Background: an optimization exercise with open tools, aiming at small area and a short achievable clock period. Do not read the settings as production practice. Function was checked by simulation only, so behaviour that the tests miss may differ from the original. Power figures rest on the tool's default switching activity, not on a simulated workload.

--- design/flow/design.v ---
`default_nettype none
module position_ledger #(
    parameter int SYMBOL_WIDTH = 32,
    parameter int VOLUME_WIDTH = 32,
    parameter int POS_WIDTH    = 48,
    parameter int NUM_SLOTS    = 16,
    parameter int SLOT_W       = $clog2(NUM_SLOTS)
) (
    input  wire logic                    clk,
    input  wire logic                    rst_n,
    input  wire logic                    upd_valid,
    input  wire logic [SYMBOL_WIDTH-1:0] upd_symbol,
    input  wire logic [VOLUME_WIDTH-1:0] upd_quantity,
    input  wire logic                    upd_side,
    input  wire logic [POS_WIDTH-2:0]    pos_limit,
    input  wire logic                    clear,
    input  wire logic                    qry_valid,
    input  wire logic [SYMBOL_WIDTH-1:0] qry_symbol,
    output logic                         qry_resp_valid,
    output logic                         qry_found,
    output logic [POS_WIDTH-1:0]         qry_position,
    output logic                         rpt_valid,
    output logic [SYMBOL_WIDTH-1:0]      rpt_symbol,
    output logic [POS_WIDTH-1:0]         rpt_position,
    output logic [SLOT_W-1:0]            rpt_slot,
    output logic                         rpt_breach,
    output logic                         table_full,
    output logic [SLOT_W:0]              used_slots,
    output logic [31:0]                  drop_count,
    output logic [31:0]                  breach_count
);
    localparam logic [POS_WIDTH-1:0] P_MAX = {1'b0, {(POS_WIDTH-1){1'b1}}};
    localparam logic [POS_WIDTH-1:0] N_MAX = {1'b1, {(POS_WIDTH-2){1'b0}}, 1'b1};
    logic [SYMBOL_WIDTH-1:0] sym_q [NUM_SLOTS];
    logic [POS_WIDTH-1:0]    pos_q [NUM_SLOTS];
    logic [SLOT_W:0]         used_q;
    logic                    s1_valid_q;
    logic [SYMBOL_WIDTH-1:0] s1_symbol_q;
    logic [VOLUME_WIDTH-1:0] s1_qty_q;       
    logic                    s1_side_q;
    logic [NUM_SLOTS-1:0]    s1_match_q;
    logic [POS_WIDTH-1:0]    s1_base_q;      
    logic                    rpt_valid_q, rpt_breach_q;
    logic [SYMBOL_WIDTH-1:0] rpt_symbol_q;
    logic [POS_WIDTH-1:0]    rpt_position_q;
    logic [SLOT_W-1:0]       rpt_slot_q;
    logic                    qry_resp_valid_q, qry_found_q;
    logic [POS_WIDTH-1:0]    qry_position_q;
    logic [31:0]             drop_q, breach_cnt_q;
    logic [NUM_SLOTS-1:0]    valid, first_free, upd_m, qry_m, match_d, pos_we;
    logic                    full, hit, write_en, alloc, drop, breach, eq_s1, q_found;
    logic [SLOT_W-1:0]       hit_idx, wr_idx;
    logic [POS_WIDTH-1:0]    base, base_d, new_pos, q_pos;
    logic [POS_WIDTH:0]      sum;
    logic                    ovf_pos, ovf_neg, low_eq, lo_c;
    logic [VOLUME_WIDTH+1:0] lo_sum;
    logic [POS_WIDTH-VOLUME_WIDTH:0] hi_a, hi_p1, hi_m1, hi_sum;
    localparam int EXT_W = POS_WIDTH + 2;
    logic [EXT_W-1:0]        op_a, op_q, lim_n, lim_p, gt_s, gt_c, gt_x, lt_s, lt_c, lt_x;
    assign full = used_q[SLOT_W];
    always_comb begin
        for (int i = 0; i < NUM_SLOTS; i++) begin
            valid[i]      = used_q > (SLOT_W+1)'(i);
            first_free[i] = used_q == (SLOT_W+1)'(i);
            upd_m[i]      = valid[i] && (sym_q[i] == upd_symbol);
            qry_m[i]      = valid[i] && (sym_q[i] == qry_symbol);
        end
    end
    always_comb begin
        hit      = s1_valid_q && (|s1_match_q);
        write_en = s1_valid_q && (hit || !full) && !clear;
        alloc    = s1_valid_q && !hit && !full && !clear;
        drop     = s1_valid_q && !hit && full && !clear;
        base     = s1_base_q;
        hit_idx  = '0;
        for (int i = 0; i < NUM_SLOTS; i++) begin
            hit_idx = hit_idx | (s1_match_q[i] ? SLOT_W'(i) : '0);
            pos_we[i] = (s1_valid_q && s1_match_q[i]) || first_free[i];
        end
        wr_idx = hit ? hit_idx : used_q[SLOT_W-1:0];
        lo_sum  = {1'b0, base[VOLUME_WIDTH-1:0], 1'b1} + {1'b0, s1_qty_q, s1_side_q};
        lo_c    = lo_sum[VOLUME_WIDTH+1];
        hi_a    = {base[POS_WIDTH-1], base[POS_WIDTH-1:VOLUME_WIDTH]};
        hi_p1   = hi_a + 1'b1;
        hi_m1   = hi_a - 1'b1;
        if (lo_c && !s1_side_q)      hi_sum = hi_p1;
        else if (!lo_c && s1_side_q) hi_sum = hi_m1;
        else                         hi_sum = hi_a;
        sum     = {hi_sum, lo_sum[VOLUME_WIDTH:1]};
        low_eq  = (base[POS_WIDTH-2:0] == {{(POS_WIDTH-1-VOLUME_WIDTH){1'b0}}, ~s1_qty_q});
        ovf_pos = !sum[POS_WIDTH] && sum[POS_WIDTH-1];
        ovf_neg = s1_side_q && sum[POS_WIDTH] && (!sum[POS_WIDTH-1] || low_eq);
        new_pos = ovf_pos ? P_MAX : (ovf_neg ? N_MAX : sum[POS_WIDTH-1:0]);
        op_a    = {{(EXT_W-POS_WIDTH){base[POS_WIDTH-1]}}, base};
        op_q    = {{(EXT_W-VOLUME_WIDTH){s1_side_q}}, s1_qty_q};
        lim_n   = ~{{(EXT_W-POS_WIDTH+1){1'b0}}, pos_limit};
        lim_p   = {{(EXT_W-POS_WIDTH+1){1'b0}}, pos_limit};
        gt_s    = op_a ^ op_q ^ lim_n;
        gt_c    = (op_a & op_q) | (op_a & lim_n) | (op_q & lim_n);
        gt_x    = gt_s + {gt_c[EXT_W-2:0], s1_side_q};
        lt_s    = op_a ^ op_q ^ lim_p;
        lt_c    = (op_a & op_q) | (op_a & lim_p) | (op_q & lim_p);
        lt_x    = lt_s + {lt_c[EXT_W-2:0], s1_side_q};
        breach  = (!gt_x[EXT_W-1] || lt_x[EXT_W-1]) && !((ovf_pos || ovf_neg) && (&pos_limit));
    end
    always_comb begin
        eq_s1   = (upd_symbol == s1_symbol_q);
        match_d = upd_m | ((alloc && eq_s1) ? first_free : '0);
        base_d  = '0;
        for (int i = 0; i < NUM_SLOTS; i++)
            base_d = base_d | (upd_m[i] ? pos_q[i] : '0);
        if (write_en && eq_s1) base_d = new_pos;
    end
    always_comb begin
        q_found = |qry_m;
        q_pos   = '0;
        for (int i = 0; i < NUM_SLOTS; i++)
            q_pos = q_pos | (qry_m[i] ? pos_q[i] : '0);
    end
    always_ff @(posedge clk) begin
        for (int i = 0; i < NUM_SLOTS; i++) begin
            if (first_free[i]) sym_q[i] <= s1_symbol_q;
            if (pos_we[i])     pos_q[i] <= new_pos;
        end
    end
    always_ff @(posedge clk) begin
        s1_symbol_q <= upd_symbol;
        s1_qty_q    <= upd_quantity ^ {VOLUME_WIDTH{upd_side}};
        s1_side_q   <= upd_side;
        s1_match_q  <= match_d;
        s1_base_q   <= base_d;
    end
    always_ff @(posedge clk or negedge rst_n) begin
        if (!rst_n) begin
            s1_valid_q       <= 1'b0;
            used_q           <= '0;
            rpt_valid_q      <= 1'b0;
            rpt_symbol_q     <= '0;
            rpt_position_q   <= '0;
            rpt_slot_q       <= '0;
            rpt_breach_q     <= 1'b0;
            qry_resp_valid_q <= 1'b0;
            qry_found_q      <= 1'b0;
            qry_position_q   <= '0;
            drop_q           <= '0;
            breach_cnt_q     <= '0;
        end else begin
            s1_valid_q       <= upd_valid && !clear;
            used_q           <= clear ? '0 : used_q + (SLOT_W+1)'(alloc);
            rpt_valid_q      <= write_en;
            qry_resp_valid_q <= qry_valid && !clear;
            if (write_en) begin
                rpt_symbol_q   <= s1_symbol_q;
                rpt_position_q <= new_pos;
                rpt_slot_q     <= wr_idx;
                rpt_breach_q   <= breach;
            end
            if (qry_valid && !clear) begin
                qry_found_q    <= q_found;
                qry_position_q <= q_pos;
            end
            if (drop && (drop_q != 32'hFFFF_FFFF))
                drop_q <= drop_q + 32'd1;
            if (write_en && breach && (breach_cnt_q != 32'hFFFF_FFFF))
                breach_cnt_q <= breach_cnt_q + 32'd1;
        end
    end
    assign rpt_valid      = rpt_valid_q;
    assign rpt_symbol     = rpt_symbol_q;
    assign rpt_position   = rpt_position_q;
    assign rpt_slot       = rpt_slot_q;
    assign rpt_breach     = rpt_breach_q;
    assign qry_resp_valid = qry_resp_valid_q;
    assign qry_found      = qry_found_q;
    assign qry_position   = qry_position_q;
    assign used_slots     = used_q;
    assign table_full     = full;
    assign drop_count     = drop_q;
    assign breach_count   = breach_cnt_q;
endmodule
`default_nettype wire
--- design/flow/flow/run.sh ---
#!/bin/bash
set -euo pipefail
sed -E 's/SETUP_SLACK_MARGIN=[^ ]+/SETUP_SLACK_MARGIN=8.3/' standard.sh > standard_tight.sh
grep -q 'SETUP_SLACK_MARGIN=8.3' standard_tight.sh
bash standard_tight.sh > make_finish.log 2>&1
--- design/flow/standard.sh ---
#!/bin/bash
# synth_recipe.tcl (not shown) runs the flow's synth.tcl, then flattens the netlist and writes it again
# the make line also repeats each setting of config.mk as NAME=value (left out here)
make -C /OpenROAD-flow-scripts/flow DESIGN_CONFIG=/design/flow/config.mk WORK_HOME=/design/flow/orfs CLKGATE_MAP_FILE= SYNTH_SCRIPT=/design/flow/synth_recipe.tcl "${@:-finish}"
--- design/flow/config.mk ---
export PLATFORM = sky130hd
export DESIGN_NAME = position_ledger
export DESIGN_NICKNAME = position_ledger
export VERILOG_FILES = /design/flow/design.v
export SDC_FILE = /design/flow/constraint.sdc
export NUM_CORES = 4
export LEC_CHECK = 0
export CAP_MARGIN = 20
export CORE_MARGIN = 2
export CORE_UTILIZATION = 65
export PLACE_DENSITY = 0.75
export SETUP_SLACK_MARGIN = 5
export SLEW_MARGIN = 20
--- design/flow/constraint.sdc ---
create_clock -name core_clock -period 13.0 [get_ports {clk}]
set_input_delay 2.6000 -clock core_clock [delete_from_list [all_inputs] [get_ports {clk}]]
set_output_delay 2.6000 -clock core_clock [all_outputs]
set_load 0.01 [all_outputs]
==> impl_metrics.tcl, run 1 <==
set metrics [dict create \
    dp_hpwl_mm 170.0 \
    grt_max_degree 91 \
    dpl-instance-area_um2 84800 \
    syn_area_um2 78570 \
    syn_nets 6609 \
    synth_top_cell_by_area "edfxtp_1" \
    ctsRootBufferMaster "clkbuf_16" \
    synth_warnings 3 \
    holdBufCountCts 0 \
    die_h_um 351.7 \
    stop_stage "global routing (5_1_grt)" \
    status "stopped before the end" \
    async_reset_ff_frac 0.1276 \
    ys_types 83 \
    synth_ff_type "edfxtp_1" \
    seq_area_frac_synth 0.5877 \
    chipWidth_um 351.7 \
    synth.top_cells.by_area "edfxtp_1 49%, xor2_1 10%, dfrtp_1 6.6%" \
    worst_endpoint_kind "sequential cell input" \
    preCtsSetupSlack_ns 5.622 \
    cts_buffer_depth 3 \
    avgSynthCellArea_um2 12.61 \
    h-tree-depth 4 \
    firstError "[ERROR GRT-0232] Routing congestion too high. Check the congestion heatmap in the GUI." \
    synth_cells 6231 \
    grt.overflow.total 164 \
    placement.io_buffers 354 \
    grt_usage 0.7962 \
    placementRows 127 \
    gp_congestion 0.9495 \
    synth_edf_count 1280 \
    synth_top_area_share 0.4892 \
    initial_core_util 0.6549 \
    cts_buffers 162 \
    worstEndpointGrtRepair "breach_cnt_q[14]$_DFFE_PN0P_/D" \
    grt_antenna_before_repair 97 \
    synth-seq-cells 1615 \
    io_pins 355 \
    cts_sinks 1615 \
]
-- cells in the mapped netlist (all sizes together) (8+ instances only) --
library cell / n
fa: 95
nor3: 69
dfrtp: 206
a41oi: 16
and4: 20
nand4: 225
a221oi: 132
and3: 30
a22o: 116
ha: 134
inv: 319
a31oi: 22
nor4: 254
or3: 10
clkbuf: 277
nand2: 473
dfxtp: 129
o211ai: 13
nor2b: 9
a211oi: 13
nand2b: 8
o21ai: 104
a222oi: 123
buf: 96
o21bai: 15
a21oi: 143
xnor2: 274
mux2: 13
a21o: 56
a2111oi: 10
nor2: 119
o21a: 9
edfxtp: 1280
nand3: 146
a22oi: 283
xor2: 918
-- how the worst min path moves through the flow --
| stage | depth (start not counted) | end | from |
|---|---|---|---|
| 2_1_floorplan | 2 | s1_base_q[37] | pos_q[1][37] |
| 3_3_place_gp | 2 | qry_position_q[42] | qry_position_q[42] |
| 3_5_place_dp | 2 | qry_position_q[29] | qry_position_q[29] |
| 4_1_cts | 2 | qry_position_q[29] | qry_position_q[29] |
-- kinds of logic after synthesis --
group	after synthesis	share of synthesized area
buffers and inverters	692	0.03413
adders and majority gates	229	0.04554
DFF	1615	0.5877
xor gates and xnor gates	1192	0.1329
muxes	17	0.002373
and+or+nand+nor	1397	0.09188
AOI/OAI and AO/OA	1089	0.1055
-- per-layer routing --
metal | GRT overflow | GRT usage
met1 | 4 | 0.8103
met5 | 1 | 0.6040
met4 | 75 | 0.7170
met3 | 6 | 0.7230
met2 | 78 | 0.8927
-- timing repair --
action	in CTS
pin swaps	200
resized for setup	916
setup buffers	499
gates cloned	84
setup endpoints to repair	233
-- through the flow --
step | std cells | util | power, mW | hold slack [ns]
after CTS | 8892 | 0.8396 | 12.04 | 0.4684
after detailed placement | 8005 | 0.7068 | 7.050 | 0.4544
after floorplan | 6231 | - | 6.481 | 0.5065
after global placement | 8005 | 0.7068 | 7.029 | 0.4513
-- power groups by stage --
stage	registers, mW	clock network (mW)	logic (mW)
floorplan	5.94	0	0.539
global placement	5.95	0	1.08
detailed placement	5.96	0	1.09
CTS	5.85	4.83	1.36
==> run 2: changes to the inputs <==
==> design/flow/flow/run.sh (replaced) <==
#!/bin/bash
set -euo pipefail
MARGIN=8.3
sed -E \
  -e "s/SETUP_SLACK_MARGIN=[^ ']+/SETUP_SLACK_MARGIN=${MARGIN}/" \
  -e "s/\"\\$\\{@:-finish\\}\"/MATCH_CELL_FOOTPRINT=0 'BUFFER_PORTS_ARGS=-buffer_cell sky130_fd_sc_hd__buf_4' \"\${@:-finish}\"/" \
  standard.sh > standard_tight.sh
grep -q "SETUP_SLACK_MARGIN=${MARGIN}" standard_tight.sh
grep -q "MATCH_CELL_FOOTPRINT=0" standard_tight.sh
bash standard_tight.sh > make_finish.log 2>&1
--- a/design/flow/config.mk
+++ b/design/flow/config.mk
@@ -8,6 +8,5 @@
 export CAP_MARGIN = 20
 export CORE_MARGIN = 2
-export CORE_UTILIZATION = 65
-export PLACE_DENSITY = 0.75
+export CORE_UTILIZATION = 40
 export SETUP_SLACK_MARGIN = 5
 export SLEW_MARGIN = 20
==> impl_metrics.tcl, run 2 <==
set metrics [dict create \
    synth_ff_type "edfxtp_1" \
    drive_above_1_share 0.1631 \
    setup_violations 0 \
    power.total_mw 12.07 \
    end_kind "flip-flop" \
    grt_antenna_before_repair 27 \
    yosysMostFrequentCell "edfxtp_1" \
    start_kind "primary input" \
    hold_violations 0 \
    final_common_cell "edfxtp_1" \
    timing.final.ws_setup_ns 7.969 \
    crit_family "compound AO/OA/AOI/OAI gates" \
    rsz0062_at_grt "true" \
    holdBufCountCts 0 \
    p_int_mw 8.977 \
    fmax_mhz 198.8 \
    regMostFlops "pos_q" \
    clk_latency_ns 0.87 \
    holdWs_ns 0.4677 \
    synth_top_area_share 0.4892 \
    skew_ns 0.05112 \
    placementRows 162 \
    dieArea_um2 200000 \
    wl_per_cell_um 35.46 \
    grt_usage 0.3216 \
    chipWidth_um 447.2 \
    synth_top_cell_by_area "edfxtp_1" \
    dp_hpwl_mm 186.8 \
    firstDrtPassIters 13 \
    seq_power_share 0.486 \
    mostFrequentLayoutCells "1280 x edfxtp_1, 918 x xor2_1, 455 x nand2_1" \
    seq_area_frac_synth 0.5877 \
    h-tree-depth 4 \
    static-leakage-power_nw 34.76 \
    viasPerCell 6.465 \
    cts_buffers 169 \
    async_reset_ff_frac 0.1276 \
    drv_slew 0 \
    cp.arrival_ns 5.82 \
    cpPeakStageDelay_ns 0.55 \
    worstMarginPinSlew_ns 1.261 \
    path_clk_slew_ns 0.06 \
    initial_core_util 0.4029 \
    synth_cells 6231 \
    share_comb_of_total_power 0.098 \
    largest_reg_flops 768 \
    crit_path_top_delay_cell "fa_1" \
    synth.top_cells.by_area "edfxtp_1 49%, xor2_1 10%, dfrtp_1 6.6%" \
    grt_pass1_wl_mm 451.1 \
    ctsRootBufferMaster "clkbuf_16" \
    synthTopCellsByCount "1280 x edfxtp_1, 918 x xor2_1, 472 x nand2_1" \
    grt.overflow.total 0 \
    power_density_nw_per_um2 129.2 \
    switching_share 0.2560 \
    nets 6971 \
    relSlewSlack 0.1595 \
    largestRegisters "pos_q: 768 flops, sym_q: 512 flops" \
    synth-seq-cells 1615 \
    period_minus_slack_ns 5.031 \
    ir_drop_uv 96.33 \
    required_ns 13.79 \
    coreArea_um2 195000 \
    vias 60620 \
    synth_edf_count 1280 \
    gp_congestion 0.9384 \
    preCtsSetupSlack_ns 6.199 \
    drc_errors 0 \
    syn_area_um2 78570 \
    ys_types 83 \
    cts_tree "built" \
    area_growth_syn_to_layout_pct 18.85 \
    cap_violations 0 \
    power_frac_clock 0.416 \
    grt_pass1_vias 58290 \
    cts_sinks 1615 \
    cp_common_cell "buf_12" \
    cp_num_buf_inv 5 \
    postRouteAntennaNets 0 \
    drt_iter0_drc 12200 \
    cp_cell_sequence "buf_8 -> inv_2 -> fa_1 -> inv_1 -> ha_4 -> and4_1 -> and4_4 -> a22oi_2 -> o211ai_1 -> a211oi_2 -> mux2i_2 -> a221oi_4 -> buf_12 -> nand2_8 -> buf_12 -> nor4b_4 -> xor2_1" \
    cts_buffer_depth 3 \
    io_pins 355 \
    synth_warnings 3 \
    placement.io_buffers 354 \
    totalWireLength_mm 332.5 \
    path_class "in2reg" \
    syn_nets 6609 \
    layout_worst_path_cycle_share 0.3870 \
    avgSynthCellArea_um2 12.61 \
    grt_max_degree 103 \
    status "complete, no violations" \
    die_h_um 447.2 \
    min_path_type "reg2reg" \
    p_switching_mw 3.089 \
    setup_tns_ns 0 \
    path_max_fanout 5 \
]
-- run 2: timing repair --
action,CTS,global route
setup endpoints to repair,163,446
hold endpoints to repair,0,0
pin swaps,86,50
gates resized for setup,364,151
cloned,6,5
setup buffers,27,19
-- run 2: logic make-up after synthesis --
group                      after synthesis  synth area share
muxes                                   17          0.002373
AOI/OAI and AO/OA                     1089            0.1055
and+or+nand+nor                       1397           0.09188
xor gates and xnor gates              1192            0.1329
DFF                                   1615            0.5877
adders and majority gates              229           0.04554
buffers and inverters                  692           0.03413
-- run 2: cell type report --
class                      instances  area [µm²]
fill                           17170      101600
inverter                         319        1216
timing repair buffer             561        5569
multi-input combinational       3927       31360
clock buffer                     225        4743
clock inverter                    93       997.2
antenna                           13       32.53
tap                             2624        3283
sequential                      1615       46180
-- run 2: layer usage --
| layer | routed length, µm | vias up | GRT usage |
|---|---|---|---|
| met1 | 120600 | 29770 | 0.4246 |
| li1 | - | 24060 | - |
| met2 | 138900 | 5578 | 0.4632 |
| met4 | 22180 | 8 | 0.1861 |
| met5 | 50 | - | 0 |
| met3 | 50830 | 1213 | 0.1028 |
-- run 2: final timing paths --
check | slack (ns) | end | startpoint | depth (start not counted)
max in group asynchronous | 9.03 | qry_position_q[27] | rst_n | 3
hold / removal | 0.47 | qry_position_q[35] | qry_position_q[35] | 2
hold reg to reg | 0.47 | qry_position_q[35] | qry_position_q[35] | 2
min in group asynchronous | 1.76 | breach_cnt_q[22] | rst_n | 1
setup / recovery | 7.97 | breach_cnt_q[13] | pos_limit[19] | 17
setup reg to reg | 8.41 | pos_q[9][28] | s1_base_q[19] | 11
-- run 2: power groups by stage --
stage	sequential [mW]	clock [mW]	combinational, mW
6_report	5.86	5.02	1.18
2_1_floorplan	5.94	0	0.537
3_3_place_gp	5.96	0	1.07
3_5_place_dp	5.96	0	1.08
4_1_cts	5.86	5.04	1.13
5_1_grt	5.86	5.25	1.24
-- run 2: per-stage QoR --
step | instance area, µm² | cells | util
after detailed placement | 85030 | 8989 | 0.4361
after global placement | 85020 | 8989 | 0.4360
after global routing | 93360 | 9367 | 0.4788
final | 93380 | 9377 | 0.4789
after floorplan | 79320 | 6231 | -
after CTS | 92440 | 9340 | 0.4741
-- run 2: tightest hold or removal path: cells and delay by family (launching register included) --
family / cells / cell delay (ns)
DFF: 1 / 0.34
and+or+nand+nor: 2 / 0.10
==> run 3: changes to the inputs <==
==> design/flow/flow/run.sh (replaced) <==
#!/bin/bash
set -euo pipefail
MARGIN=8.0
EXTRA="MATCH_CELL_FOOTPRINT=0 'BUFFER_PORTS_ARGS=-buffer_cell sky130_fd_sc_hd__buf_2' 'CTS_ARGS=-sink_clustering_enable -repair_clock_nets -dont_use_dummy_load -buf_list sky130_fd_sc_hd__clkbuf_8'"
sed -E \
  -e "s/SETUP_SLACK_MARGIN=[^ ']+/SETUP_SLACK_MARGIN=${MARGIN}/" \
  -e "s/\"\\$\\{@:-finish\\}\"/${EXTRA} \"\${@:-finish}\"/" \
  standard.sh > standard_tight.sh
grep -q "SETUP_SLACK_MARGIN=${MARGIN}" standard_tight.sh
grep -q "dont_use_dummy_load" standard_tight.sh
bash standard_tight.sh > make_finish.log 2>&1
--- a/design/flow/config.mk
+++ b/design/flow/config.mk
@@ -6,7 +6,7 @@
 export NUM_CORES = 4
 export LEC_CHECK = 0
-export CAP_MARGIN = 20
+export CAP_MARGIN = 15
 export CORE_MARGIN = 2
-export CORE_UTILIZATION = 40
+export CORE_UTILIZATION = 50
 export SETUP_SLACK_MARGIN = 5
-export SLEW_MARGIN = 20
+export SLEW_MARGIN = 15
==> impl_metrics.tcl, run 3 <==
set metrics [dict create \
    synth-seq-cells 1615 \
    avgSynthCellArea_um2 12.61 \
    static-leakage-power_nw 33.54 \
    cts_tree "built" \
    final_common_cell "edfxtp_1" \
    path_max_fanout 25 \
    drc_errors 0 \
    viasPerCell 6.954 \
    skew_ns 0.08698 \
    topRoutingLayerUsed "met5" \
    fill_cells 12880 \
    timing.final.ws_setup_ns 7.865 \
    cap_violations 0 \
    period_minus_slack_ns 5.135 \
    r2r_start "s1_base_q[9]" \
    dieArea_um2 160300 \
    grt_max_degree 74 \
    min_path_type "reg2reg" \
    largest_reg_flops 768 \
    nets 7113 \
    syn_area_um2 78570 \
    worstMarginPinSlew_ns 1.297 \
    yosysMostFrequentCell "edfxtp_1" \
    dp_hpwl_mm 186.7 \
    layout_worst_path_cycle_share 0.3950 \
    firstDrtPassIters 10 \
    dr_wl_met2_mm 131.8 \
    cts_buffers 290 \
    path_class "in2reg" \
    endpoint "s1_base_q[14]" \
    synth_cells 6231 \
    reg2reg_setup_slack_ns 7.93 \
    mostFrequentLayoutCells "1280 x edfxtp_1, 918 x xor2_1, 460 x nand2_1" \
    initial_core_util 0.5030 \
    synth_ff_type "edfxtp_1" \
    synthTopCellsByCount "1280 x edfxtp_1, 918 x xor2_1, 472 x nand2_1" \
    post-route-util 0.5691 \
    relSlewSlack 0.1352 \
    multi_input_area_um2 30820 \
    synth_edf_count 1280 \
    grt_usage 0.3960 \
    drt_iter0_drc 11710 \
    wl_per_cell_um 37.14 \
    status "complete, no violations" \
    path_clk_slew_ns 0.05 \
    power_density_nw_per_um2 122.5 \
    preCtsSetupSlack_ns 6.395 \
    cts_buffer_depth 4 \
    cts_sinks 1615 \
    wl_met1_mm 122.4 \
    crit_start "upd_symbol[3]" \
    reg2reg_depth 11 \
    hold_violations 0 \
    vias 61190 \
    placementRows 145 \
    ir_drop_uv 120.0 \
    cp.arrival_ns 6.02 \
    ys_types 83 \
    syn_nets 6609 \
    setup_tns_ns 0 \
    holdWs_ns 0.4605 \
    drive_above_1_share 0.1607 \
    r2r-end "pos_q[13][10]" \
    postRouteAntennaNets 0 \
    synth_warnings 3 \
    synth_top_area_share 0.4892 \
    seq_area_frac_synth 0.5877 \
    placement.io_buffers 354 \
    required_ns 13.88 \
    coreArea_um2 156200 \
    async_reset_ff_frac 0.1276 \
    die_h_um 400.4 \
    end_kind "flip-flop" \
    grt_pass1_vias 59040 \
    grt_pass1_wl_mm 447.6 \
    io_pins 355 \
    ctsRootBufferMaster "clkbuf_8" \
    regMostFlops "pos_q" \
    wl_met3_mm 54.46 \
    rsz0062_at_grt "true" \
    setup_violations 0 \
    fmax_mhz 194.8 \
    synth_top_cell_by_area "edfxtp_1" \
    largestRegisters "pos_q: 768 flops, sym_q: 512 flops" \
    totalWireLength_mm 326.8 \
    seq_area_um2 46180 \
    chipWidth_um 400.4 \
    clk_latency_ns 1.03 \
    grt_antenna_before_repair 23 \
    h-tree-depth 5 \
    synth.top_cells.by_area "edfxtp_1 49%, xor2_1 10%, dfrtp_1 6.6%" \
    gp_congestion 0.9344 \
    drv_slew 0 \
    grt.overflow.total 0 \
    start_kind "primary input" \
    area_growth_syn_to_layout_pct 13.14 \
]
## run 3: cell count changes in the layout (fill, tap and decap cells not counted), sizes merged
| cell | change |
|---|---|
| clkbuf | +57 |
| clkinvlp | -4 |
| buf | +32 |
| inv | -4 |
| diode | -5 |
| bufinv | -13 |
| nand2 | -3 |
| clkinv | -72 |
## run 3: through the flow
step                instance area [µm²]  total power [mW]  instances
floorplan                         78970             6.474       6231
global placement                  83710             6.977       8476
detailed placement                83740             6.988       8478
CTS                               88170             10.83       8782
global route                      88880             11.17       8792
finish                            88900             10.89       8799
## run 3: what timing repair did
| item | 4_1_cts | 5_1_grt |
|---|---|---|
| hold buffers | 0 | 0 |
| gates cloned | 2 | 1 |
| buffers inserted | 12 | 8 |
| gates resized for setup | 80 | 167 |
| setup endpoints to repair | 144 | 282 |
| pin swaps | 20 | 62 |
## run 3: layer usage
layer | GRT usage | vias to the layer above
met4 | 0.1882 | 12
li1 | - | 24110
met1 | 0.5501 | 30030
met5 | 0 | -
met3 | 0.1457 | 1178
met2 | 0.5482 | 5860
## run 3: how the worst min path moves through the flow
stage                  startpoint                  to  cells after the start
6_report       qry_position_q[12]  qry_position_q[12]                      2
5_1_grt        qry_position_q[12]  qry_position_q[12]                      2
2_1_floorplan        pos_q[1][37]       s1_base_q[37]                      2
4_1_cts        qry_position_q[12]  qry_position_q[12]                      2
3_5_place_dp   qry_position_q[39]  qry_position_q[39]                      2
3_3_place_gp   qry_position_q[29]  qry_position_q[29]                      2
## run 3: report_power, final
part           switching [mW]  internal [mW]  leakage (nW)
sequential             0.0992           5.75          15.3
clock                    1.94           1.97          2.09
combinational           0.793          0.342          16.1
total                    2.84           8.06          33.5
## run 3: cell type report
class	count	share of cell area
diodes	8	0.0002252
well taps	2058	0.02897
flip-flops and latches	1615	0.5195
multi-input cells	3924	0.3467
clock buffers	290	0.04490
inverters	319	0.01358
repair buffers	585	0.04611
## run 3: logic make-up after synthesis
group | Yosys count | share of synthesized area
buffers and inverters | 692 | 0.03413
AND/OR/NAND/NOR | 1397 | 0.09188
AO/OA/AOI/OAI | 1089 | 0.1055
flip-flops | 1615 | 0.5877
adder cells (fa/ha/maj) | 229 | 0.04554
XOR/XNOR | 1192 | 0.1329
multiplexers | 17 | 0.002373
## run 3: critical path, cell delays in order
cell and delay [ns]:
buf_2 0.07, buf_4 0.47, xor2_1 0.15, nor4_1 0.31
nand4_1 0.20, nor4_2 0.36, buf_6 0.49, buf_6 0.45
a22o_1 0.23, a221oi_1 0.06, a41oi_1 0.44
==> run 4: changes to the inputs <==
--- a/design/flow/flow/run.sh
+++ b/design/flow/flow/run.sh
@@ -1,5 +1,5 @@
 #!/bin/bash
 set -euo pipefail
-MARGIN=8.0
+MARGIN=8.6
 EXTRA="MATCH_CELL_FOOTPRINT=0 'BUFFER_PORTS_ARGS=-buffer_cell sky130_fd_sc_hd__buf_2' 'CTS_ARGS=-sink_clustering_enable -repair_clock_nets -dont_use_dummy_load -buf_list sky130_fd_sc_hd__clkbuf_8'"
 sed -E \
==> impl_metrics.tcl, run 4 <==
set metrics [dict create \
    status "complete, no violations" \
    cts_buffers 292 \
    synth_adder_area_share 0.04554 \
    ys_types 83 \
    end_kind "flip-flop" \
    cts_buffer_depth 4 \
    ctsRootBufferMaster "clkbuf_8" \
    crit_start "pos_limit[37]" \
    cts_tree "built" \
    largestRegisters "pos_q: 768 flops, sym_q: 512 flops" \
    coreArea_um2 156200 \
    min_path_type "reg2reg" \
    chipWidth_um 400.4 \
    r2r_start "s1_side_q" \
    synth_cells 6231 \
    drive_above_1_share 0.2051 \
    synth_top_family_by_area "XOR/XNOR gates" \
    postRouteAntennaNets 0 \
    static-leakage-power_nw 35.26 \
    grt_usage 0.4126 \
    yosys.area_share.simple 0.09188 \
    drv_slew 0 \
    skew_ns 0.09264 \
    final_common_cell "edfxtp_1" \
    grt_antenna_before_repair 24 \
    initial_core_util 0.5030 \
    yosysMostFrequentCell "edfxtp_1" \
    synth-seq-cells 1615 \
    muxShareOfSynthArea 0.002373 \
    worstMarginPinSlew_ns 1.269 \
    synth_top_area_share 0.4892 \
    cts_sinks 1615 \
    path_clk_slew_ns 0.05 \
    firstDrtPassIters 10 \
    syn_area_um2 78570 \
    relSlewSlack 0.1542 \
    clk_latency_ns 1.07 \
    h-tree-depth 5 \
    rsz0062_at_grt "true" \
    synthTopCellsByCount "1280 x edfxtp_1, 918 x xor2_1, 472 x nand2_1" \
    start_kind "primary input" \
    drt_iter0_drc 13650 \
    grt_pass1_wl_mm 464.1 \
    synthXorXnorAreaFrac 0.1329 \
    gp_congestion 0.9342 \
    die_h_um 400.4 \
    grt.overflow.total 0 \
    cp.arrival_ns 5.90 \
    fmax_mhz 199.7 \
    holdWs_ns 0.4661 \
    dp_hpwl_mm 187.8 \
    dieArea_um2 160300 \
    grt_pass1_vias 59820 \
    placementRows 145 \
    area_growth_syn_to_layout_pct 18.48 \
    largest_reg_flops 768 \
    io_pins 355 \
    synth.top_cells.by_area "edfxtp_1 49%, xor2_1 10%, dfrtp_1 6.6%" \
    wl_per_cell_um 38.55 \
    synth_ff_type "edfxtp_1" \
    path_max_fanout 8 \
    grt_max_degree 78 \
    drc_errors 0 \
    syn_nets 6609 \
    avgSynthCellArea_um2 12.61 \
    setup_violations 0 \
    placement.io_buffers 354 \
    layout_worst_path_cycle_share 0.3851 \
    seq_area_frac_synth 0.5877 \
    cap_violations 0 \
    synth_edf_count 1280 \
    ir_drop_uv 121.8 \
    vias 62540 \
    mostFrequentLayoutCells "1280 x edfxtp_1, 917 x xor2_1, 433 x nand2_1" \
    nets 7263 \
    power_density_nw_per_um2 118.4 \
    hp-start "qry_position_q[12]" \
    hold_violations 0 \
    totalWireLength_mm 345.0 \
    final_cell_count_no_fill 8950 \
    setup_tns_ns 0 \
    synth_warnings 3 \
    synth-compound-area-share 0.1055 \
    synth_top_cell_by_area "edfxtp_1" \
    regMostFlops "pos_q" \
    holdBufCountCts 0 \
    async_reset_ff_frac 0.1276 \
    required_ns 13.90 \
    dp_cells 8462 \
    viasPerCell 6.987 \
    path_class "in2reg" \
    power.total_mw 11.02 \
    period_minus_slack_ns 5.007 \
]
[run 4: cell types whose count changed in the layout (fill, tap and decap cells not counted), moves of 34 or more]
cell / previous run / this run
buf_12: 13 / 75
nor4_2: 5 / 42
buf_4: 153 / 219
a22oi_2: 1 / 35
a22oi_1: 282 / 248
nor4_1: 224 / 182
[run 4: worst paths after layout]
| path | end | slack, ns | cells after the start |
|---|---|---|---|
| min | qry_position_q[12] | 0.47 | 2 |
| max | breach_cnt_q[1] | 7.99 | 17 |
| min reg2reg | qry_position_q[12] | 0.47 | 2 |
| max reg2reg | breach_cnt_q[1] | 8.44 | 17 |
| min in group asynchronous | rpt_position_q[47] | 1.52 | 1 |
| max in group asynchronous | drop_q[28] | 9.20 | 3 |
[run 4: power breakdown]
group / switching [mW] / leakage, nW / internal [mW] / total, mW
logic: 0.815 / 17.9 / 0.380 / 1.19
registers: 0.119 / 15.3 / 5.75 / 5.87
clock network: 1.98 / 2.10 / 1.98 / 3.96
total: 2.91 / 35.3 / 8.11 / 11.0
[run 4: worst max-delay path: stages]
cell and delay (ns):
buf_6 0.09, inv_2 0.04, fa_1 0.58, inv_2 0.05, ha_4 0.25, and4_4 0.22, nor4bb_4 0.27, buf_4 0.19
nand3_4 0.09, a21oi_4 0.14, a211oi_2 0.07, mux2i_2 0.19, a221oi_4 0.31, buf_12 0.18, nand2_8 0.11, nor2_4 0.19
mux2_4 0.30
[run 4: logic make-up after synthesis]
logic type	count (synthesis)
adder cells (fa/ha/maj)	229
XOR/XNOR	1192
buffers and inverters	692
AND/OR/NAND/NOR	1397
AO/OA/AOI/OAI	1089
flip-flops	1615
multiplexers	17
[run 4: metrics by stage]
stage,cell area [µm²],util,setup WS (ns)
after floorplan,81020,-,7.519
after global placement,84000,0.5377,6.103
after detailed placement,84000,0.5377,6.036
after CTS,90730,0.5808,8.027
after global routing,93070,0.5958,7.920
final,93090,0.5959,7.993
[run 4: what timing repair did]
item | 4_1_cts | 5_1_grt
endpoints found under the hold margin | 0 | 0
pin swaps | 72 | 66
setup buffers | 45 | 108
gates resized for setup | 521 | 265
gates cloned | 18 | 15
endpoints found under the setup margin | 551 | 637
[run 4: layer usage]
layer | global-route usage | vias to the layer above | wire (µm)
met2 | 0.5747 | 6110 | 138500
met5 | 0 | - | 255
li1 | - | 24430 | -
met4 | 0.2004 | 24 | 21470
met3 | 0.1734 | 1388 | 61130
met1 | 0.5538 | 30590 | 123600
[run 4: layout make-up]
cell class	count	area [µm²]
tap	2058	2575
multi-input combinational	3926	32000
fill	12380	63120
timing repair buffer	731	7048
inverter	319	1220
clock buffer	292	4019
antenna	9	22.52
sequential	1615	46210
==> run 5: changes to the inputs <==
--- a/design/flow/flow/run.sh
+++ b/design/flow/flow/run.sh
@@ -1,5 +1,5 @@
 #!/bin/bash
 set -euo pipefail
-MARGIN=8.6
+MARGIN=8.3
 EXTRA="MATCH_CELL_FOOTPRINT=0 'BUFFER_PORTS_ARGS=-buffer_cell sky130_fd_sc_hd__buf_2' 'CTS_ARGS=-sink_clustering_enable -repair_clock_nets -dont_use_dummy_load -buf_list sky130_fd_sc_hd__clkbuf_8'"
 sed -E \
--- a/design/flow/config.mk
+++ b/design/flow/config.mk
@@ -6,7 +6,7 @@
 export NUM_CORES = 4
 export LEC_CHECK = 0
-export CAP_MARGIN = 15
+export CAP_MARGIN = 20
 export CORE_MARGIN = 2
 export CORE_UTILIZATION = 50
 export SETUP_SLACK_MARGIN = 5
-export SLEW_MARGIN = 15
+export SLEW_MARGIN = 20
==> impl_metrics.tcl, run 5 <==
set metrics [dict create \
    grt_pass1_vias 58760 \
    regMostFlops "pos_q" \
    ys_types 83 \
    end_kind "flip-flop" \
    postRouteAntennaNets 0 \
    seq_area_frac_synth 0.5877 \
    synth_top_cell_by_area "edfxtp_1" \
    dieArea_um2 160300 \
    fmax_mhz 197.7 \
    grt_max_degree 85 \
    drc_errors 0 \
    mostFrequentLayoutCells "1280 x edfxtp_1, 918 x xor2_1, 452 x nand2_1" \
    crit_start "pos_limit[38]" \
    crit_cells 18 \
    power.total_mw 10.93 \
    syn_nets 6609 \
    area_growth_syn_to_layout_pct 14.67 \
    synthTopCellsByCount "1280 x edfxtp_1, 918 x xor2_1, 472 x nand2_1" \
    synth.top_cells.by_area "edfxtp_1 49%, xor2_1 10%, dfrtp_1 6.6%" \
    largest_reg_flops 768 \
    gp_congestion 0.9322 \
    cts_buffer_depth 4 \
    synth_top_area_share 0.4892 \
    layout_worst_path_cycle_share 0.3892 \
    hp-start "qry_position_q[36]" \
    final_common_cell "edfxtp_1" \
    drt_iter0_drc 12910 \
    status "complete, no violations" \
    worstMarginPinSlew_ns 1.286 \
    cpPeakStageDelay_ns 0.58 \
    io_pins 355 \
    async_reset_ff_frac 0.1276 \
    cp_cell_sequence "buf_8 -> inv_2 -> fa_1 -> inv_1 -> ha_4 -> and4_1 -> nor4bb_4 -> buf_4 -> nand3_4 -> a21oi_2 -> a211oi_2 -> mux2i_2 -> a221oi_4 -> buf_12 -> buf_12 -> nand2_8 -> nor4_4 -> xor2_1" \
    grt_antenna_before_repair 26 \
    grt.overflow.total 0 \
    totalWireLength_mm 326.4 \
    synth_edf_count 1280 \
    reg2reg_setup_slack_ns 8.33 \
    initial_core_util 0.5030 \
    cts_sinks 1615 \
    skew_ns 0.1346 \
    nets 7124 \
    path_max_fanout 8 \
    required_ns 13.89 \
    hold_violations 0 \
    cp_num_buf_inv 6 \
    synth_ff_type "edfxtp_1" \
    rsz0062_at_grt "true" \
    cts_buffers 289 \
    grt_pass1_wl_mm 447.7 \
    start_kind "primary input" \
    coreArea_um2 156200 \
    period_minus_slack_ns 5.059 \
    wl_per_cell_um 37.04 \
    final_cell_count_no_fill 8812 \
    largestRegisters "pos_q: 768 flops, sym_q: 512 flops" \
    crit_family "simple AND/OR/NAND/NOR gates" \
    cts_tree "built" \
    firstDrtPassIters 10 \
    synth_warnings 3 \
    cap_violations 0 \
    ir_drop_uv 117.0 \
    path_clk_slew_ns 0.05 \
    drive_above_1_share 0.1696 \
    static-leakage-power_nw 33.92 \
    synth-seq-cells 1615 \
    syn_area_um2 78570 \
    path_class "in2reg" \
    h-tree-depth 5 \
    r2r-end "s1_base_q[15]" \
    ctsRootBufferMaster "clkbuf_8" \
    placementRows 145 \
    dp_cells 8451 \
    placement.io_buffers 354 \
    avgSynthCellArea_um2 12.61 \
    min_path_type "reg2reg" \
    synth_cells 6231 \
    crit_path_top_delay_cell "fa_1" \
    r2r_start "s1_base_q[10]" \
    preCtsSetupSlack_ns 5.995 \
    clk_latency_ns 1.06 \
    power_density_nw_per_um2 121.3 \
    drv_slew 0 \
    yosysMostFrequentCell "edfxtp_1" \
    chipWidth_um 400.4 \
    setup_violations 0 \
    viasPerCell 6.933 \
    relSlewSlack 0.1423 \
    setup_tns_ns 0 \
    cp.arrival_ns 5.95 \
    grt_usage 0.3958 \
    die_h_um 400.4 \
    cp_common_cell "buf_12" \
    dp_hpwl_mm 182.5 \
    endpoint "breach_cnt_q[19]" \
    timing.final.ws_setup_ns 7.941 \
    holdWs_ns 0.4575 \
    vias 61090 \
    reg2reg_depth 12 \
]
run 5: cell counts after synthesis:
No cell type changed its count.
run 5: kinds of logic (layout without fill, tap and decap cells):
| family | Yosys count | count (layout) | share of synthesized area |
|---|---|---|---|
| flip-flops | 1615 | 1615 | 0.5877 |
| AND/OR/NAND/NOR | 1397 | 1400 | 0.09188 |
| XOR/XNOR | 1192 | 1192 | 0.1329 |
| AO/OA/AOI/OAI | 1089 | 1089 | 0.1055 |
| buffers and inverters | 692 | 1202 | 0.03413 |
| adder cells (fa/ha/maj) | 229 | 229 | 0.04554 |
| multiplexers | 17 | 17 | 0.002373 |
| other | 0 | 10 | 0 |
run 5: final cells by class:
class	count	area [µm²]
Clock buffer	289	3978
Tap cell	2058	2575
Sequential cell	1615	46190
Multi-Input combinational cell	3927	31330
Timing Repair Buffer	594	4788
Antenna cell	10	25.02
Inverter	319	1215
Fill cell	12830	66110
run 5: how the worst min path moves through the flow:
stage                                    end  depth (start not counted)  slack (ns)
final                     qry_position_q[36]                          2        0.46
after CTS                 qry_position_q[12]                          2        0.46
after global placement    qry_position_q[36]                          2        0.45
after floorplan                s1_base_q[37]                          2        0.51
after global routing        rpt_symbol_q[20]                          2        0.48
after detailed placement  qry_position_q[12]                          2        0.45
run 5: timing repair:
action | CTS | global route
hold buffers | 0 | 0
hold endpoints to repair | 0 | 0
setup buffers | 35 | 16
endpoints found under the setup margin | 232 | 453
pin swaps | 103 | 16
resized for setup | 344 | 153
cloned | 4 | 5
run 5: worst min-delay path, cell delays in order, from the launching register on:
cell	delay, ns
dfrtp_1	0.33
nand2_1	0.05
nand2_1	0.05
run 5: power breakdown:
| group | total, mW | leakage [nW] | switching, mW | internal, mW |
|---|---|---|---|---|
| Clock | 3.93 | 2.08 | 1.97 | 1.96 |
| Sequential | 5.85 | 15.3 | 0.101 | 5.75 |
| Combinational | 1.15 | 16.5 | 0.800 | 0.352 |
| Total | 10.9 | 33.9 | 2.87 | 8.06 |
run 5: layer usage:
layer | track usage | wire length [µm]
met1 | 0.5481 | 120400
met2 | 0.5638 | 132900
met3 | 0.1300 | 53780
met4 | 0.1823 | 19100
met5 | 0.006839 | 294
run 5: stage by stage:
step	area (µm²)	util
6_report	90100	0.5768
3_3_place_gp	83620	0.5353
5_1_grt	90080	0.5767
4_1_cts	89210	0.5711
2_1_floorplan	79320	-
3_5_place_dp	83630	0.5354
==> run 6: changes to the inputs <==
==> design/flow/flow/run.sh (replaced) <==
#!/bin/bash
set -euo pipefail
MARGIN=8.3
EXTRA="MATCH_CELL_FOOTPRINT=0 'BUFFER_PORTS_ARGS=-buffer_cell sky130_fd_sc_hd__buf_2' 'CTS_ARGS=-sink_clustering_enable -repair_clock_nets -dont_use_dummy_load -buf_list sky130_fd_sc_hd__clkbuf_8 -sink_clustering_size 16 -sink_clustering_max_diameter 80'"
sed -E \
  -e "s/SETUP_SLACK_MARGIN=[^ ']+/SETUP_SLACK_MARGIN=${MARGIN}/" \
  -e "s/\"\\$\\{@:-finish\\}\"/${EXTRA} \"\${@:-finish}\"/" \
  standard.sh > standard_tight.sh
grep -q "SETUP_SLACK_MARGIN=${MARGIN}" standard_tight.sh
grep -q "dont_use_dummy_load" standard_tight.sh
bash standard_tight.sh > make_finish.log 2>&1
==> impl_metrics.tcl, run 6 <==
set metrics [dict create \
    status "complete, no violations" \
    totalWireLength_mm 328.4 \
    cts_tree "built" \
    synth_ff_type "edfxtp_1" \
    regMostFlops "pos_q" \
    reg2reg_depth 19 \
    grt_max_degree 85 \
    synth_warnings 3 \
    clk_latency_ns 0.97 \
    largest_reg_flops 768 \
    dr_wl_met2_mm 134.4 \
    synthTopCellsByCount "1280 x edfxtp_1, 918 x xor2_1, 472 x nand2_1" \
    relSlewSlack 0.1409 \
    r2r-end "breach_cnt_q[12]" \
    placementRows 145 \
    wl_per_cell_um 37.89 \
    cts_buffer_depth 3 \
    seq_area_um2 46190 \
    grt_pass1_vias 57460 \
    path_class "in2reg" \
    drt_iter0_drc 12750 \
    static-leakage-power_nw 32.98 \
    layout_worst_path_cycle_share 0.4052 \
    ys_types 83 \
    setup_tns_ns 0 \
    grt_usage 0.3925 \
    cap_violations 0 \
    path_clk_slew_ns 0.10 \
    coreArea_um2 156200 \
    largestRegisters "pos_q: 768 flops, sym_q: 512 flops" \
    final_area_um2 88390 \
    drv_slew 0 \
    period_minus_slack_ns 5.268 \
    chipWidth_um 400.4 \
    skew_ns 0.1612 \
    dieArea_um2 160300 \
    async_reset_ff_frac 0.1276 \
    syn_nets 6609 \
    seq_area_frac_synth 0.5877 \
    mostFrequentLayoutCells "1280 x edfxtp_1, 918 x xor2_1, 456 x nand2_1" \
    wl_met3_mm 54.63 \
    vias 60240 \
    postRouteAntennaNets 0 \
    gp_congestion 0.9322 \
    avgSynthCellArea_um2 12.61 \
    cts_sinks 1615 \
    synth_cells 6231 \
    required_ns 13.76 \
    io_pins 355 \
    grt.overflow.total 0 \
    grt_pass1_wl_mm 444.1 \
    drc_errors 0 \
    ir_drop_uv 91.70 \
    firstDrtPassIters 16 \
    rsz0062_at_grt "true" \
    ctsRootBufferMaster "clkbuf_8" \
    holdPathStages 2 \
    area_growth_syn_to_layout_pct 12.50 \
    start_kind "primary input" \
    hp-start "qry_position_q[36]" \
    fmax_mhz 189.8 \
    min_path_type "reg2reg" \
    multi_input_area_um2 31410 \
    min_to "qry_position_q[36]" \
    final_common_cell "edfxtp_1" \
    dp_hpwl_mm 182.5 \
    synth_top_cell_by_area "edfxtp_1" \
    placement.io_buffers 354 \
    wl_met1_mm 120.3 \
    fill_cells 12900 \
    nets 6978 \
    cts_buffers 116 \
    synth_top_area_share 0.4892 \
    yosysMostFrequentCell "edfxtp_1" \
    viasPerCell 6.951 \
    power_density_nw_per_um2 106.7 \
    grt_antenna_before_repair 22 \
    end_kind "flip-flop" \
    initial_core_util 0.5030 \
    path_max_fanout 8 \
    worstMarginPinSlew_ns 1.289 \
    die_h_um 400.4 \
    topRoutingLayerUsed "met5" \
    holdBufCountCts 0 \
    drive_above_1_share 0.1529 \
    dpl-instance-area_um2 83630 \
    synth_edf_count 1280 \
    synth.top_cells.by_area "edfxtp_1 49%, xor2_1 10%, dfrtp_1 6.6%" \
    cp.arrival_ns 6.02 \
    syn_area_um2 78570 \
    r2r_start "s1_side_q" \
    synth-seq-cells 1615 \
    hold_violations 0 \
    reg2reg_setup_slack_ns 8.06 \
    h-tree-depth 3 \
    crit_start "pos_limit[46]" \
    setup_violations 0 \
]
## run 6: cell types whose count changed in the layout (fill, tap and decap cells not counted), sizes merged
cell	delta
buf	+20
bufbuf	-1
clkbuf	-165
clkinvlp	+1
inv	-1
## run 6: layout make-up
cell class,instances,share of cell area
sequential,1615,0.5225
multi-input combinational,3927,0.3554
inverter,319,0.01379
timing repair buffer,621,0.06085
tap,2058,0.02913
clock buffer,116,0.01806
antenna,10,0.0002831
## run 6: worst max-delay path by stage
stage | to | cells after the start
after floorplan | breach_cnt_q[13] | 15
after global placement | breach_cnt_q[1] | 15
after detailed placement | breach_cnt_q[1] | 15
after CTS | breach_cnt_q[1] | 17
after global routing | breach_cnt_q[12] | 19
final | breach_cnt_q[12] | 19
## run 6: logic make-up (layout without fill, tap and decap cells)
group,count (synthesis),in the layout,share of synthesized area
buffers and inverters,692,1056,0.03413
other,0,10,0
AND/OR/NAND/NOR,1397,1400,0.09188
adder cells (fa/ha/maj),229,229,0.04554
XOR/XNOR,1192,1192,0.1329
flip-flops,1615,1615,0.5877
AO/OA/AOI/OAI,1089,1089,0.1055
multiplexers,17,17,0.002373
## run 6: timing repair
item | CTS | global route
gates cloned | 6 | 13
setup buffers | 36 | 33
gates resized for setup | 410 | 170
pin swaps | 101 | 31
setup endpoints to repair | 214 | 400
## run 6: metrics by stage
stage | util | total power, mW | hold slack [ns] | worst slack (ns) | std cells
6_report | 0.5659 | 9.429 | 0.4675 | 7.732 | 8666
5_1_grt | 0.5657 | 9.664 | 0.4911 | 7.622 | 8658
4_1_cts | 0.5576 | 9.374 | 0.4726 | 7.931 | 8609
3_5_place_dp | 0.5354 | 6.989 | 0.4502 | 5.995 | 8451
3_3_place_gp | 0.5353 | 6.976 | 0.4461 | 6.022 | 8451
2_1_floorplan | - | 6.480 | 0.5065 | 7.519 | 6231
## run 6: layer usage
layer  global-route usage  up-vias
met5                    0        -
met4               0.1673       10
met3               0.1330     1178
met2               0.5608     5639
met1               0.5457    29590
li1                     -    23820
## run 6: worst max-delay path: stages
cell and delay (ns):
buf_8 0.09, inv_4 0.04, fa_1 0.56, inv_2 0.06
ha_4 0.26, nand4b_1 0.19, nor4bb_4 0.32, buf_4 0.18
nand3_4 0.08, a21oi_2 0.12, a211oi_2 0.06, mux2i_2 0.19
a221oi_4 0.31, buf_12 0.18, buf_6 0.12, nand2_8 0.10
buf_4 0.24, nor4_4 0.15, xnor2_1 0.15
## run 6: power by group
part	internal [mW]	switching (mW)	total, mW
logic	0.355	0.803	1.16
clock network	0.793	1.64	2.44
registers	5.73	0.101	5.83
==> run 7: changes to the inputs <==
--- a/design/flow/design.v
+++ b/design/flow/design.v
@@ -47,5 +47,7 @@
     logic                    qry_resp_valid_q, qry_found_q;
     logic [POS_WIDTH-1:0]    qry_position_q;
-    logic [31:0]             drop_q, breach_cnt_q;
+    logic [31:0]             drop_q;
+    logic [31:0]             breach_cnt_q, breach_nxt_q, breach_cnt;
+    logic                    breach_pend_q;
     logic [NUM_SLOTS-1:0]    valid, first_free, upd_m, qry_m, match_d, pos_we;
     logic                    full, hit, write_en, alloc, drop, breach, eq_s1, q_found;
@@ -145,4 +147,6 @@
             drop_q           <= '0;
             breach_cnt_q     <= '0;
+            breach_nxt_q     <= 32'd1;
+            breach_pend_q    <= 1'b0;
         end else begin
             s1_valid_q       <= upd_valid && !clear;
@@ -162,6 +166,7 @@
             if (drop && (drop_q != 32'hFFFF_FFFF))
                 drop_q <= drop_q + 32'd1;
-            if (write_en && breach && (breach_cnt_q != 32'hFFFF_FFFF))
-                breach_cnt_q <= breach_cnt_q + 32'd1;
+            breach_cnt_q  <= breach_cnt;
+            breach_nxt_q  <= breach_cnt + {31'd0, breach_cnt != 32'hFFFF_FFFF};
+            breach_pend_q <= write_en && breach;
         end
     end
@@ -177,5 +182,6 @@
     assign table_full     = full;
     assign drop_count     = drop_q;
-    assign breach_count   = breach_cnt_q;
+    assign breach_cnt     = breach_pend_q ? breach_nxt_q : breach_cnt_q;
+    assign breach_count   = breach_cnt;
 endmodule
 `default_nettype wire
==> design/flow/flow/run.sh (replaced) <==
#!/bin/bash
set -euo pipefail
MARGIN=8.3
EXTRA="MATCH_CELL_FOOTPRINT=0 'BUFFER_PORTS_ARGS=-buffer_cell sky130_fd_sc_hd__buf_2' 'CTS_ARGS=-sink_clustering_enable -repair_clock_nets -dont_use_dummy_load -buf_list sky130_fd_sc_hd__clkbuf_8'"
sed -E \
  -e "s/SETUP_SLACK_MARGIN=[^ ']+/SETUP_SLACK_MARGIN=${MARGIN}/" \
  -e "s/\"\\$\\{@:-finish\\}\"/${EXTRA} \"\${@:-finish}\"/" \
  standard.sh > standard_tight.sh
grep -q "SETUP_SLACK_MARGIN=${MARGIN}" standard_tight.sh
grep -q "dont_use_dummy_load" standard_tight.sh
bash standard_tight.sh > make_finish.log 2>&1
--- a/design/flow/config.mk
+++ b/design/flow/config.mk
@@ -6,7 +6,7 @@
 export NUM_CORES = 4
 export LEC_CHECK = 0
-export CAP_MARGIN = 20
+export CAP_MARGIN = 15
 export CORE_MARGIN = 2
 export CORE_UTILIZATION = 50
 export SETUP_SLACK_MARGIN = 5
-export SLEW_MARGIN = 20
+export SLEW_MARGIN = 15
==> impl_metrics.tcl, run 7 <==
set metrics [dict create \
    status "complete, no violations" \
    gp_congestion 0.9353 \
    fill_cells 12950 \
    drive_above_1_share 0.1638 \
    synth_ff_type "edfxtp_1" \
    rsz0062_at_grt "true" \
    syn_area_um2 79750 \
    grt_antenna_before_repair 20 \
    coreArea_um2 158400 \
    async_reset_ff_frac 0.1450 \
    die_h_um 403.4 \
    path_max_fanout 6 \
    initial_core_util 0.5035 \
    synthTopCellsByCount "1280 x edfxtp_1, 862 x xor2_1, 409 x nand2_1" \
    required_ns 10.40 \
    h-tree-depth 5 \
    setup_violations 0 \
    drc_errors 0 \
    grt_usage 0.3903 \
    preCtsSetupSlack_ns 6.273 \
    setup_tns_ns 0 \
    drt_iter0_drc 12020 \
    end_kind "primary output" \
    ir_drop_uv 108.6 \
    regMostFlops "pos_q" \
    synth_edf_count 1280 \
    cap_violations 0 \
    skew_ns 0.08087 \
    syn_nets 6617 \
    cts_sinks 1648 \
    synth_top_area_share 0.4820 \
    chipWidth_um 403.4 \
    min_path_type "reg2reg" \
    grt_max_degree 133 \
    dp_hpwl_mm 185.1 \
    firstDrtPassIters 13 \
    ctsRootBufferMaster "clkbuf_8" \
    grt_pass1_wl_mm 445.0 \
    post-route-util 0.5702 \
    cp.arrival_ns 2.27 \
    fmax_mhz 205.4 \
    largest_reg_flops 768 \
    synth_warnings 3 \
    seq_area_frac_synth 0.5894 \
    ys_types 81 \
    viasPerCell 6.897 \
    path_class "reg2out" \
    power_density_nw_per_um2 122.4 \
    power.total_mw 11.05 \
    dieArea_um2 162700 \
    yosysMostFrequentCell "edfxtp_1" \
    avgSynthCellArea_um2 12.78 \
    grt_pass1_vias 58490 \
    largestRegisters "pos_q: 768 flops, sym_q: 512 flops" \
    final_common_cell "edfxtp_1" \
    start_kind "flip-flop" \
    synth_top_cell_by_area "edfxtp_1" \
    cts_buffers 295 \
    placementRows 146 \
    mostFrequentLayoutCells "1280 x edfxtp_1, 862 x xor2_1, 389 x nand2_1" \
    io_pins 355 \
    grt.overflow.total 0 \
    path_clk_slew_ns 0.06 \
    worstMarginPinSlew_ns 1.281 \
    vias 60860 \
    postRouteAntennaNets 0 \
    placement.io_buffers 354 \
    period_minus_slack_ns 4.869 \
    nets 7126 \
    cts_tree "built" \
    clk_latency_ns 1.05 \
    cts_buffer_depth 4 \
    relSlewSlack 0.1460 \
    hold_violations 0 \
    timing.final.ws_setup_ns 8.131 \
    drv_slew 0 \
    totalWireLength_mm 325.3 \
    wl_per_cell_um 36.87 \
    synth.top_cells.by_area "edfxtp_1 48%, xor2_1 9.5%, dfrtp_1 7.5%" \
    static-leakage-power_nw 34.11 \
    synth_cells 6238 \
    layout_worst_path_cycle_share 0.3745 \
    synth-seq-cells 1648 \
    area_growth_syn_to_layout_pct 13.24 \
]
[run 7: changes by cell type after synthesis, moves of 54 or more]
| cell | delta |
|---|---|
| xnor2_1 | +54 |
| xor2_1 | -56 |
| buf_2 | +137 |
| a22oi_1 | +67 |
| nand2_1 | -63 |
| clkbuf_1 | -132 |
[run 7: path summary, 6_finish.rpt]
kind                       cells after the start            endpoint           start  slack, ns
min in group asynchronous                      1  qry_position_q[15]           rst_n       1.56
hold reg to reg                                0         sym_q[4][4]  s1_symbol_q[4]       0.43
hold / removal                                 0         sym_q[4][4]  s1_symbol_q[4]       0.43
setup / recovery                               5    breach_count[13]   breach_pend_q       8.13
max in group asynchronous                      3          drop_q[27]           rst_n       9.43
setup reg to reg                              14       s1_base_q[20]   s1_base_q[10]       8.45
[run 7: power breakdown]
group	internal [mW]	switching, mW	leakage, nW	total [mW]
Combinational	0.340	0.771	16.2	1.11
Sequential	5.85	0.0956	15.8	5.95
Clock	2.00	1.99	2.12	3.99
[run 7: cell type report]
type / instances / area (µm²) / area share
multi-input combinational: 3913 / 30910 / 0.3423
tap: 2072 / 2592 / 0.02871
clock buffer: 295 / 4060 / 0.04496
inverter: 305 / 1152 / 0.01276
antenna: 7 / 17.52 / 0.0001940
timing repair buffer: 584 / 4551 / 0.05039
sequential: 1648 / 47020 / 0.5207
[run 7: per-stage QoR]
stage	instance area, µm²	hold WS, ns	instances
3_5_place_dp	84300	0.4226	8470
5_1_grt	90290	0.4764	8818
3_3_place_gp	84300	0.4166	8469
6_report	90300	0.4323	8824
4_1_cts	89560	0.4349	8799
2_1_floorplan	80090	0.5070	6238
[run 7: critical path, stage by stage, from the launching register on]
cell       delay (ns)
dfrtp_4          0.52
buf_12           0.15
clkbuf_16        0.17
mux2i_2          0.18
inv_1            0.09
buf_6            0.13
[run 7: repair_timing]
action	4_1_cts	5_1_grt
pin swaps	3	15
resized for setup	235	170
cloned	3	2
setup buffers	31	16
hold buffers	0	0
setup endpoints to repair	643	922
[run 7: routing by layer]
layer | vias up | wire (µm) | global-route usage
li1 | 24200 | - | -
met5 | - | 272 | 0.002676
met1 | 29840 | 122300 | 0.5437
met2 | 5614 | 130900 | 0.5392
met4 | 14 | 16910 | 0.1683
met3 | 1198 | 54920 | 0.1523
[run 7: cell families after synthesis]
family	share of synthesized area
flip-flops	0.5894
AND/OR/NAND/NOR	0.08350
XOR/XNOR	0.1307
AO/OA/AOI/OAI	0.1105
buffers and inverters	0.03643
adder cells (fa/ha/maj)	0.04503
multiplexers	0.004424
==> run 8: changes to the inputs <==
--- a/design/flow/config.mk
+++ b/design/flow/config.mk
@@ -6,7 +6,7 @@
 export NUM_CORES = 4
 export LEC_CHECK = 0
-export CAP_MARGIN = 15
+export CAP_MARGIN = 20
 export CORE_MARGIN = 2
 export CORE_UTILIZATION = 50
 export SETUP_SLACK_MARGIN = 5
-export SLEW_MARGIN = 15
+export SLEW_MARGIN = 20
==> impl_metrics.tcl, run 8 <==
set metrics [dict create \
    synth_warnings 3 \
    setup_violations 0 \
    avgSynthCellArea_um2 12.78 \
    rsz0062_at_grt "true" \
    drv_slew 0 \
    largestRegisters "pos_q: 768 flops, sym_q: 512 flops" \
    crit_path_top_delay_cell "buf_4" \
    ctsRootBufferMaster "clkbuf_8" \
    synth_top_cell_by_area "edfxtp_1" \
    cts_sinks 1648 \
    start_kind "primary input" \
    reg2reg_setup_slack_ns 8.38 \
    grt_pass1_vias 58680 \
    die_h_um 403.4 \
    min_path_type "reg2reg" \
    cp_cell_sequence "buf_2 -> buf_4 -> xor2_1 -> nor4_1 -> nand4_1 -> nor4_4 -> buf_4 -> buf_12 -> a22o_1 -> a221oi_1 -> nand3_1 -> o21ai_0 -> nand2_1" \
    drt_iter0_drc 11530 \
    drc_errors 0 \
    regMostFlops "pos_q" \
    cts_buffers 293 \
    synth_cells 6238 \
    cts_tree "built" \
    cp_common_cell "buf_4" \
    path_class "in2reg" \
    synth_top_area_share 0.4820 \
    wl_per_cell_um 36.73 \
    static-leakage-power_nw 34.03 \
    vias 60630 \
    postRouteAntennaNets 0 \
    gp_congestion 0.9353 \
    nets 7107 \
    ys_types 81 \
    status "complete, no violations" \
    cp_num_buf_inv 4 \
    h-tree-depth 5 \
    area_growth_syn_to_layout_pct 13.03 \
    fmax_mhz 207.2 \
    relSlewSlack 0.1593 \
    grt_pass1_wl_mm 444.3 \
    crit_cells 13 \
    initial_core_util 0.5035 \
    ir_drop_uv 124.6 \
    setup_tns_ns 0 \
    mostFrequentLayoutCells "1280 x edfxtp_1, 862 x xor2_1, 383 x nand2_1" \
    grt_max_degree 133 \
    reg2reg_depth 14 \
    clk_latency_ns 1.07 \
    coreArea_um2 158400 \
    grt.overflow.total 0 \
    power.total_mw 11.02 \
    cpPeakStageDelay_ns 0.45 \
    viasPerCell 6.886 \
    hold_violations 0 \
    grt_usage 0.3891 \
    cap_violations 0 \
    syn_nets 6617 \
    required_ns 13.89 \
    dieArea_um2 162700 \
    yosysMostFrequentCell "edfxtp_1" \
    firstDrtPassIters 10 \
    r2r_start "s1_base_q[17]" \
    power_density_nw_per_um2 122.3 \
    path_max_fanout 38 \
    placement.io_buffers 354 \
    dp_hpwl_mm 185.1 \
    cts_buffer_depth 4 \
    period_minus_slack_ns 4.827 \
    final_common_cell "edfxtp_1" \
    async_reset_ff_frac 0.1450 \
    largest_reg_flops 768 \
    io_pins 355 \
    synth_edf_count 1280 \
    synth-seq-cells 1648 \
    synth_ff_type "edfxtp_1" \
    totalWireLength_mm 323.4 \
    cp.arrival_ns 5.72 \
    seq_area_frac_synth 0.5894 \
    chipWidth_um 403.4 \
    grt_antenna_before_repair 17 \
    r2r-end "s1_base_q[20]" \
    end_kind "flip-flop" \
    synth.top_cells.by_area "edfxtp_1 48%, xor2_1 9.5%, dfrtp_1 7.5%" \
    crit_family "buffers and inverters" \
    worstMarginPinSlew_ns 1.261 \
    syn_area_um2 79750 \
    hp-start "s1_symbol_q[4]" \
    synthTopCellsByCount "1280 x edfxtp_1, 862 x xor2_1, 409 x nand2_1" \
    endpoint "qry_position_q[30]" \
    path_clk_slew_ns 0.06 \
    skew_ns 0.1151 \
    placementRows 146 \
    crit_start "qry_symbol[28]" \
    drive_above_1_share 0.1625 \
    layout_worst_path_cycle_share 0.3713 \
]
## run 8: cell counts after synthesis
Identical to the previous run, type by type.
## run 8: cell families (layout without fill, tap and decap cells)
family                   after synthesis  in the layout  synth area share
flip-flops                          1648           1648            0.5894
AND/OR/NAND/NOR                     1313           1313           0.08350
XOR/XNOR                            1190           1190            0.1307
AO/OA/AOI/OAI                       1148           1148            0.1105
buffers and inverters                677           1165           0.03643
adder cells (fa/ha/maj)              230            230           0.04503
multiplexers                          32             32          0.004424
other                                  0              7                 0
## run 8: repair_timing
item | 4_1_cts | 5_1_grt
cloned | 3 | 0
hold buffers | 0 | 0
buffers inserted | 20 | 12
pin swaps | 14 | 19
gates resized for setup | 239 | 178
setup endpoints to repair | 666 | 904
## run 8: power breakdown
part	internal [mW]	total [mW]	switching (mW)
Clock	1.99	3.96	1.98
Combinational	0.340	1.11	0.768
Sequential	5.85	5.95	0.0963
Total	8.18	11.0	2.84
## run 8: through the flow
step                      instance area [µm²]  instances  utilization  setup WS [ns]  hold WS [ns]
after floorplan                         80090       6238            -          7.845        0.5070
after global placement                  84300       8469       0.5323          6.284        0.4166
after detailed placement                84300       8469       0.5323          6.267        0.4343
after CTS                               89440       8785       0.5647          8.119        0.4437
after global routing                    90130       8802       0.5690          8.078        0.4710
final                                   90130       8805       0.5691          8.173        0.4389
## run 8: worst min-delay path by stage
stage                              end  slack (ns)  depth (start not counted)
CTS                        sym_q[4][4]        0.44                          0
global route               sym_q[4][4]        0.47                          0
finish                     sym_q[4][4]        0.44                          0
floorplan           qry_position_q[10]        0.51                          2
global placement           sym_q[4][4]        0.42                          0
detailed placement         sym_q[4][4]        0.43                          0
## run 8: layer usage
metal | part of all wire | track usage | vias to the layer above
li1 | - | - | 24150
met1 | 0.38 | 0.5412 | 29750
met2 | 0.40 | 0.5386 | 5542
met3 | 0.16 | 0.1512 | 1175
met4 | 0.052 | 0.1690 | 10
met5 | 0.00031 | 0.002379 | -
## run 8: worst reg2reg max path, stage by stage, from the launching register on
cell and delay [ns]:
dfxtp_2 0.53, ha_1 0.37, a21o_1 0.20, a31oi_1 0.20, o21ai_0 0.18, a211o_1 0.39, a31oi_4 0.33, nand2_2 0.25
and4_4 0.28, mux2i_4 0.14, buf_6 0.33, buf_12 0.32, and2_2 0.34, buf_12 0.33, a32oi_1 0.21
## run 8: area by class of cell
class	count	area, µm²
Antenna cell	7	17.52
Clock buffer	293	4033
Fill cell	12940	68250
Inverter	305	1151
Multi-Input combinational cell	3913	30950
Sequential cell	1648	47020
Tap cell	2072	2592
Timing Repair Buffer	567	4367

==> static timing again, ports no longer ideal <==
Ports are ideal in the flow. The routed layouts listed here were re-timed in OpenROAD.
Step 1 sets driving cells, clkbuf_16 on the clock port and buf_2 on the other inputs (assumed; they add their load-dependent delay and slew).
Step 2 moves the port delays by t, midway between the first and last clock arrival at a register: inputs arrive t later, outputs are due t later. That takes back most of the time a late clock gives input paths.
Slacks: no drivers / after step 1 / after step 2; pairs: no drivers / after step 1.
run	t (ns)	setup slack, ns	clock arrival spread, ns	slew at the worst register clock pin (ns)
run 2	0.930	7.969 / 7.947 / 7.016	0.051 / 0.051	0.07 / 0.07
run 3	1.067	7.865 / 7.911 / 6.844	0.087 / 0.087	0.07 / 0.07
run 4	1.111	7.993 / 8.005 / 6.895	0.097 / 0.097	0.07 / 0.07
run 5	1.074	7.941 / 7.971 / 6.898	0.135 / 0.135	0.07 / 0.07
run 6	0.972	7.732 / 7.766 / 6.794	0.162 / 0.161	0.12 / 0.12
run 7	1.103	8.131 / 8.040 / 7.143	0.082 / 0.081	0.07 / 0.07
run 8	1.089	8.173 / 8.112 / 7.119	0.121 / 0.120	0.07 / 0.07
After both steps setup and hold are still met in every run listed. The setup slack of run 4, which loses most, moves by +0.012 ns with the drivers and by -1.098 ns with both steps.
